Background: an optimization exercise with open tools, aiming at small area, a short achievable clock period and few clock cycles per item. Do not read the settings as production practice. In this exercise RTL edits were held to simulation tests only and were not proved equivalent to the original. Power figures rest on the tool's default switching activity, not on a simulated workload.

==> flow/design.v <==
package sac_pkg;
    localparam int ADDR_W       = 16;
    localparam int MAX_SET_BITS = 4;
    localparam int MAX_WAY_BITS = 3;
    localparam int SET_W        = MAX_SET_BITS;
    localparam int WAY_W        = MAX_WAY_BITS;
    localparam int NUM_SETS     = 1 << MAX_SET_BITS;
    localparam int NUM_WAYS     = 1 << MAX_WAY_BITS;
    localparam int TAG_W        = 16;
    localparam int RANK_W       = 3;
    localparam int CNT_W        = 32;
    localparam int CFG_IDX_W    = 3;
    localparam int CFG_DATA_W   = 5;
endpackage
module sac_cfg_regs (
    input  logic                           i_clk,
    input  logic                           i_rst_n,
    input  logic                           i_cfg_we,
    input  logic [sac_pkg::CFG_IDX_W-1:0]  i_cfg_index,
    input  logic [sac_pkg::CFG_DATA_W-1:0] i_cfg_data,
    output logic [4:0]                     o_addr_bits,
    output logic [2:0]                     o_set_bits,
    output logic [1:0]                     o_way_bits,
    output logic [3:0]                     o_offset_bits,
    output logic                           o_policy
);
    logic [4:0]       r_addr_bits;
    logic [2:0]       r_set_bits;
    logic [1:0]       r_way_bits;
    logic [3:0]       r_offset_bits;
    logic             r_policy;
    always_ff @(posedge i_clk) begin
        if (!i_rst_n) begin
            r_addr_bits   <= 5'd16;
            r_set_bits    <= 3'd2;
            r_way_bits    <= 2'd1;
            r_offset_bits <= 4'd4;
            r_policy      <= 1'b0;
        end else if (i_cfg_we) begin
            case (i_cfg_index)
                3'd0: r_addr_bits   <= i_cfg_data[4:0];
                3'd1: r_set_bits    <= i_cfg_data[2:0];
                3'd2: r_way_bits    <= i_cfg_data[1:0];
                3'd3: r_offset_bits <= i_cfg_data[3:0];
                3'd4: r_policy      <= i_cfg_data[0];
                default: ;
            endcase
        end
    end
    assign o_addr_bits   = (r_addr_bits > 5'd16) ? 5'd16 : r_addr_bits;
    assign o_set_bits    = (r_set_bits > 3'd4) ? 3'd4 : r_set_bits;
    assign o_way_bits    = r_way_bits;
    assign o_offset_bits = r_offset_bits;
    assign o_policy      = r_policy;
endmodule
module set_assoc_cache_hit_miss_top (
    input  logic                           i_clk,
    input  logic                           i_rst_n,
    input  logic                           i_cfg_we,
    input  logic [sac_pkg::CFG_IDX_W-1:0]  i_cfg_index,
    input  logic [sac_pkg::CFG_DATA_W-1:0] i_cfg_data,
    input  logic                           start,
    output logic                           busy,
    input  logic [sac_pkg::ADDR_W-1:0]     i_address,
    output logic                           o_result_valid,
    output logic                           o_hit,
    output logic [sac_pkg::SET_W-1:0]      o_set_index,
    output logic [sac_pkg::TAG_W-1:0]      o_tag_value,
    output logic [sac_pkg::WAY_W-1:0]      o_way_used,
    output logic [sac_pkg::CNT_W-1:0]      o_hit_count,
    output logic [sac_pkg::CNT_W-1:0]      o_miss_count
);
    localparam int ADDR_W = sac_pkg::ADDR_W;
    localparam int SET_W  = sac_pkg::SET_W;
    localparam int TAG_W  = sac_pkg::TAG_W;
    localparam int WAY_W  = sac_pkg::WAY_W;
    localparam int CNT_W  = sac_pkg::CNT_W;
    localparam int NS     = sac_pkg::NUM_SETS;
    localparam int NW     = sac_pkg::NUM_WAYS;
    localparam int RW     = sac_pkg::RANK_W;
    localparam int ROW_W  = NW * (TAG_W + RW + 1);
    logic [4:0] cfg_addr_bits;
    logic [2:0] cfg_set_bits;
    logic [1:0] cfg_way_bits;
    logic [3:0] cfg_offset_bits;
    logic       cfg_policy;
    sac_cfg_regs u_cfg (
        .i_clk         (i_clk),
        .i_rst_n       (i_rst_n),
        .i_cfg_we      (i_cfg_we),
        .i_cfg_index   (i_cfg_index),
        .i_cfg_data    (i_cfg_data),
        .o_addr_bits   (cfg_addr_bits),
        .o_set_bits    (cfg_set_bits),
        .o_way_bits    (cfg_way_bits),
        .o_offset_bits (cfg_offset_bits),
        .o_policy      (cfg_policy)
    );
    logic [NW-1:0] act;
    assign act = {{4{cfg_way_bits == 2'd3}}, {2{cfg_way_bits[1]}},
                  cfg_way_bits != 2'd0, 1'b1};
    logic [NS-1:0][NW-1:0][TAG_W-1:0] r_tags;
    logic [NS-1:0][NW-1:0][RW-1:0]    r_ranks;
    logic [NS-1:0][NW-1:0]            r_valid;
    assign busy = 1'b0;
    logic              r1_v;
    logic [ADDR_W-1:0] r1_addr;
    always_ff @(posedge i_clk) begin
        r1_v    <= i_rst_n & start;
        r1_addr <= i_address;
    end
    logic [ADDR_W:0]   addr_mask;
    logic [ADDR_W-1:0] addr_cut;
    logic [ADDR_W-1:0] addr_shift;
    logic [SET_W:0]    set_mask;
    logic [4:0]        tag_shift;
    logic [SET_W-1:0]  s2_set;
    logic [TAG_W-1:0]  s2_tag;
    always_comb begin
        addr_mask  = ((ADDR_W+1)'(1) << cfg_addr_bits) - (ADDR_W+1)'(1);
        addr_cut   = r1_addr & addr_mask[ADDR_W-1:0];
        addr_shift = addr_cut >> cfg_offset_bits;
        set_mask   = ((SET_W+1)'(1) << cfg_set_bits) - (SET_W+1)'(1);
        s2_set     = addr_shift[SET_W-1:0] & set_mask[SET_W-1:0];
        tag_shift  = {1'b0, cfg_offset_bits} + {2'b0, cfg_set_bits};
        s2_tag     = TAG_W'(addr_cut >> tag_shift);
    end
    logic             r2_v;
    logic [SET_W-1:0] r2_set;
    logic [TAG_W-1:0] r2_tag;
    always_ff @(posedge i_clk) begin
        r2_v   <= i_rst_n & r1_v;
        r2_set <= s2_set;
        r2_tag <= s2_tag;
    end
    logic [NS-1:0]            s2_set_oh;
    logic [NS-1:0]            r2_set_oh;
    always_comb begin
        for (int s = 0; s < NS; s++) begin
            s2_set_oh[s] = (s2_set == SET_W'(s));
        end
    end
    always_ff @(posedge i_clk) begin
        r2_set_oh <= s2_set_oh;
    end
    logic [ROW_W-1:0]         row;
    logic [NW-1:0][TAG_W-1:0] row_tags;
    logic [NW-1:0][RW-1:0]    row_ranks;
    logic [NW-1:0]            row_valid;
    logic [NW-1:0]            s3_hv;
    always_comb begin
        row = '0;
        for (int s = 0; s < NS; s++) begin
            if (r2_set_oh[s]) begin
                row = row | {r_valid[s], r_ranks[s], r_tags[s]};
            end
        end
        {row_valid, row_ranks, row_tags} = row;
        for (int w = 0; w < NW; w++) begin
            s3_hv[w] = row_valid[w] && (row_tags[w] == r2_tag);
        end
    end
    logic [NW-1:0]         used_oh;
    logic [NW-1:0][RW-1:0] new_ranks;
    logic [NW-1:0]         new_valid;
    logic                  fwd;
    logic                  teq;
    logic                  r3_v;
    logic [SET_W-1:0]      r3_set;
    logic [NS-1:0]         r3_set_oh;
    logic [TAG_W-1:0]      r3_tag;
    logic [NW-1:0]         r3_hv;
    logic [NW-1:0][RW-1:0] r3_ranks;
    logic [NW-1:0]         r3_valid;
    assign fwd = r3_v && (r3_set == r2_set);
    assign teq = (r3_tag == r2_tag);
    always_ff @(posedge i_clk) begin
        r3_v      <= i_rst_n & r2_v;
        r3_set    <= r2_set;
        r3_set_oh <= r2_set_oh;
        r3_tag    <= r2_tag;
        if (fwd) begin
            r3_hv    <= (s3_hv & ~used_oh) | (used_oh & {NW{teq}});
            r3_ranks <= new_ranks;
            r3_valid <= new_valid;
        end else begin
            r3_hv    <= s3_hv;
            r3_ranks <= row_ranks;
            r3_valid <= row_valid;
        end
    end
    logic [NW-1:0]         hv;
    logic [NW-1:0]         vl;
    logic [NW-1:0][RW-1:0] rk;
    logic [NW-1:0]         hit_vec;
    logic [NW-1:0]         emp_vec;
    logic [NW-1:0]         hit_oh;
    logic [NW-1:0]         emp_oh;
    logic [NW-1:0]         vic_oh;
    logic [NW-1:0][NW-1:0] gt;         
    logic [NW-1:0]         below_hit;  
    logic [NW-1:0]         below_vic;  
    logic [NW-1:0]         below;      
    logic [NW-1:0]         inc;
    logic                  hit;
    logic                  empty;
    logic                  touch;
    logic                  vic_ok;
    logic [WAY_W-1:0]      used;
    always_comb begin
        hv = r3_hv;
        vl = r3_valid;
        rk = r3_ranks;
        hit_vec = act & hv;
        emp_vec = act & ~vl;
        hit     = |hit_vec;
        empty   = |emp_vec;
        for (int w = 0; w < NW; w++) begin
            hit_oh[w] = hit_vec[w];
            emp_oh[w] = emp_vec[w];
            for (int v = 0; v < w; v++) begin
                hit_oh[w] = hit_oh[w] && !hit_vec[v];
                emp_oh[w] = emp_oh[w] && !emp_vec[v];
            end
        end
        for (int k = 0; k < NW; k++) begin
            for (int m = 0; m < NW; m++) begin
                gt[k][m] = rk[k] > rk[m];
            end
        end
        for (int w = 0; w < NW; w++) begin
            vic_ok = act[w];
            for (int v = 0; v < NW; v++) begin
                if (v < w) vic_ok = vic_ok && (!act[v] || gt[w][v]);
                if (v > w) vic_ok = vic_ok && (!act[v] || !gt[v][w]);
            end
            vic_oh[w] = vic_ok;
        end
        for (int k = 0; k < NW; k++) begin
            below_hit[k] = 1'b0;
            below_vic[k] = 1'b0;
            for (int m = 0; m < NW; m++) begin
                below_hit[k] = below_hit[k] || (hit_oh[m] && gt[m][k]);
                below_vic[k] = below_vic[k] || (act[m] && gt[m][k]);
            end
            below[k] = hit ? below_hit[k] : (empty || below_vic[k]);
            inc[k]   = act[k] && vl[k] && below[k] && (rk[k] != '1);
        end
        used_oh = hit ? hit_oh : (empty ? emp_oh : vic_oh);
        touch   = !hit || !cfg_policy;
        for (int k = 0; k < NW; k++) begin
            if (touch && used_oh[k]) begin
                new_ranks[k] = '0;
            end else if (touch && inc[k]) begin
                new_ranks[k] = rk[k] + RW'(1);
            end else begin
                new_ranks[k] = rk[k];
            end
        end
        new_valid = vl | used_oh;
        used = '0;
        for (int w = 0; w < NW; w++) begin
            if (used_oh[w]) used = used | WAY_W'(w);
        end
    end
    always_ff @(posedge i_clk) begin
        for (int s = 0; s < NS; s++) begin
            if (r3_v && r3_set_oh[s]) begin
                r_ranks[s] <= new_ranks;
                for (int w = 0; w < NW; w++) begin
                    if (!hit && used_oh[w]) begin
                        r_tags[s][w] <= r3_tag;
                    end
                end
            end
        end
    end
    always_ff @(posedge i_clk) begin
        if (!i_rst_n) begin
            r_valid <= '0;
        end else begin
            for (int s = 0; s < NS; s++) begin
                if (r3_v && r3_set_oh[s]) begin
                    r_valid[s] <= new_valid;
                end
            end
        end
    end
    logic [CNT_W-1:0] r_hits;
    logic [CNT_W-1:0] r_misses;
    logic             r_out_valid;
    logic             r_out_hit;
    logic [SET_W-1:0] r_out_set;
    logic [TAG_W-1:0] r_out_tag;
    logic [WAY_W-1:0] r_out_way;
    always_ff @(posedge i_clk) begin
        if (!i_rst_n) begin
            r_hits      <= '0;
            r_misses    <= '0;
            r_out_valid <= 1'b0;
        end else begin
            r_out_valid <= r3_v;
            if (r3_v) begin
                if (hit && (r_hits != '1)) r_hits <= r_hits + CNT_W'(1);
                if (!hit && (r_misses != '1)) r_misses <= r_misses + CNT_W'(1);
            end
        end
    end
    always_ff @(posedge i_clk) begin
        r_out_hit <= hit;
        r_out_set <= r3_set;
        r_out_tag <= r3_tag;
        r_out_way <= used;
    end
    assign o_result_valid = r_out_valid;
    assign o_hit          = r_out_hit;
    assign o_set_index    = r_out_set;
    assign o_tag_value    = r_out_tag;
    assign o_way_used     = r_out_way;
    assign o_hit_count    = r_hits;
    assign o_miss_count   = r_misses;
endmodule
clock: 13.0 ns
lec_check: 0
cap_margin: 20
core_margin: 2
core_utilization: 40
slew_margin: 20
standard.sh (not shown) runs the stock make flow with config.mk's settings and CLKGATE_MAP_FILE= SYNTH_SCRIPT=/design/flow/synth_recipe.tcl, a recipe that flattens the netlist after the stock synthesis.
==> flow/flow/run.sh <==
#!/bin/bash
# The standard layout, with the timing repair steps aiming for a setup slack of
# SETUP_SLACK_MARGIN ns at the design's clock period (the constraints are unchanged).
set -euo pipefail
bash standard.sh SETUP_SLACK_MARGIN=9 finish > flow_make.log 2>&1
The starting point produced a clean layout.
Testbench counts at the start, summed over its fixed seeds: cycles 48,576, items 48,000.
Edit:
--- a/flow/design.v
+++ b/flow/design.v
@@ -103,12 +103,6 @@
     logic [NS-1:0][NW-1:0][RW-1:0]    r_ranks;
     logic [NS-1:0][NW-1:0]            r_valid;
     assign busy = 1'b0;
-    logic              r1_v;
-    logic [ADDR_W-1:0] r1_addr;
-    always_ff @(posedge i_clk) begin
-        r1_v    <= i_rst_n & start;
-        r1_addr <= i_address;
-    end
     logic [ADDR_W:0]   addr_mask;
     logic [ADDR_W-1:0] addr_cut;
     logic [ADDR_W-1:0] addr_shift;
@@ -118,7 +112,7 @@
     logic [TAG_W-1:0]  s2_tag;
     always_comb begin
         addr_mask  = ((ADDR_W+1)'(1) << cfg_addr_bits) - (ADDR_W+1)'(1);
-        addr_cut   = r1_addr & addr_mask[ADDR_W-1:0];
+        addr_cut   = i_address & addr_mask[ADDR_W-1:0];
         addr_shift = addr_cut >> cfg_offset_bits;
         set_mask   = ((SET_W+1)'(1) << cfg_set_bits) - (SET_W+1)'(1);
         s2_set     = addr_shift[SET_W-1:0] & set_mask[SET_W-1:0];
@@ -129,7 +123,7 @@
     logic [SET_W-1:0] r2_set;
     logic [TAG_W-1:0] r2_tag;
     always_ff @(posedge i_clk) begin
-        r2_v   <= i_rst_n & r1_v;
+        r2_v   <= i_rst_n & start;
         r2_set <= s2_set;
         r2_tag <= s2_tag;
     end
=> The new run ran to the end with no violations. Cell area hardly moves. Global-route usage falls by 0.49 points. Worst setup slack gets better by 0.032 ns. Non-clock buffer count rises by 27. First-iteration DRC count falls by 3.9%. Area after synthesis hardly moves. Hold slack is about the same. Critical path depth is unchanged. Clock power rises by 3.0%. Synthesized cell count falls by 0.38%. Wire length falls by 1.6%. Power rises by 1.6%. Register-to-register slack gets better by 0.03 ns. Via count falls by 0.42%.
Testbench counts after the change, summed over its fixed seeds: cycles 48,432, items 48,000.

## re-timing with driven ports
In the flow no input, the clock included, has a driving cell. The finished layouts below were timed again as built, in two steps.
Step 1 sets driving cells, clkbuf_16 on the clock port and buf_2 on the other inputs (assumed; they add their load-dependent delay and slew).
Step 2 moves the port delays by t, midway between the first and last clock arrival at a register: inputs arrive t later, outputs are due t later. That takes back most of the time a late clock gives input paths.
a / b / c = no drivers / after step 1 / after step 2; a / b = the first two.
run	shift t [ns]	slack for setup (ns)	worst hold slack (ns)	worst data-port slew with drivers (ns)	cell pins on the clock port's net
the first run	1.010	8.945 / 8.850 / 8.331	0.364 / 0.364 / 0.364	0.11	1
the second run	0.999	8.977 / 8.882 / 8.137	0.366 / 0.366 / 0.366	0.11	1
After both steps setup and hold are still met in every run listed. For the second run, which loses most, drivers alone change the setup slack by -0.095 ns; drivers and shift together by -0.840 ns.
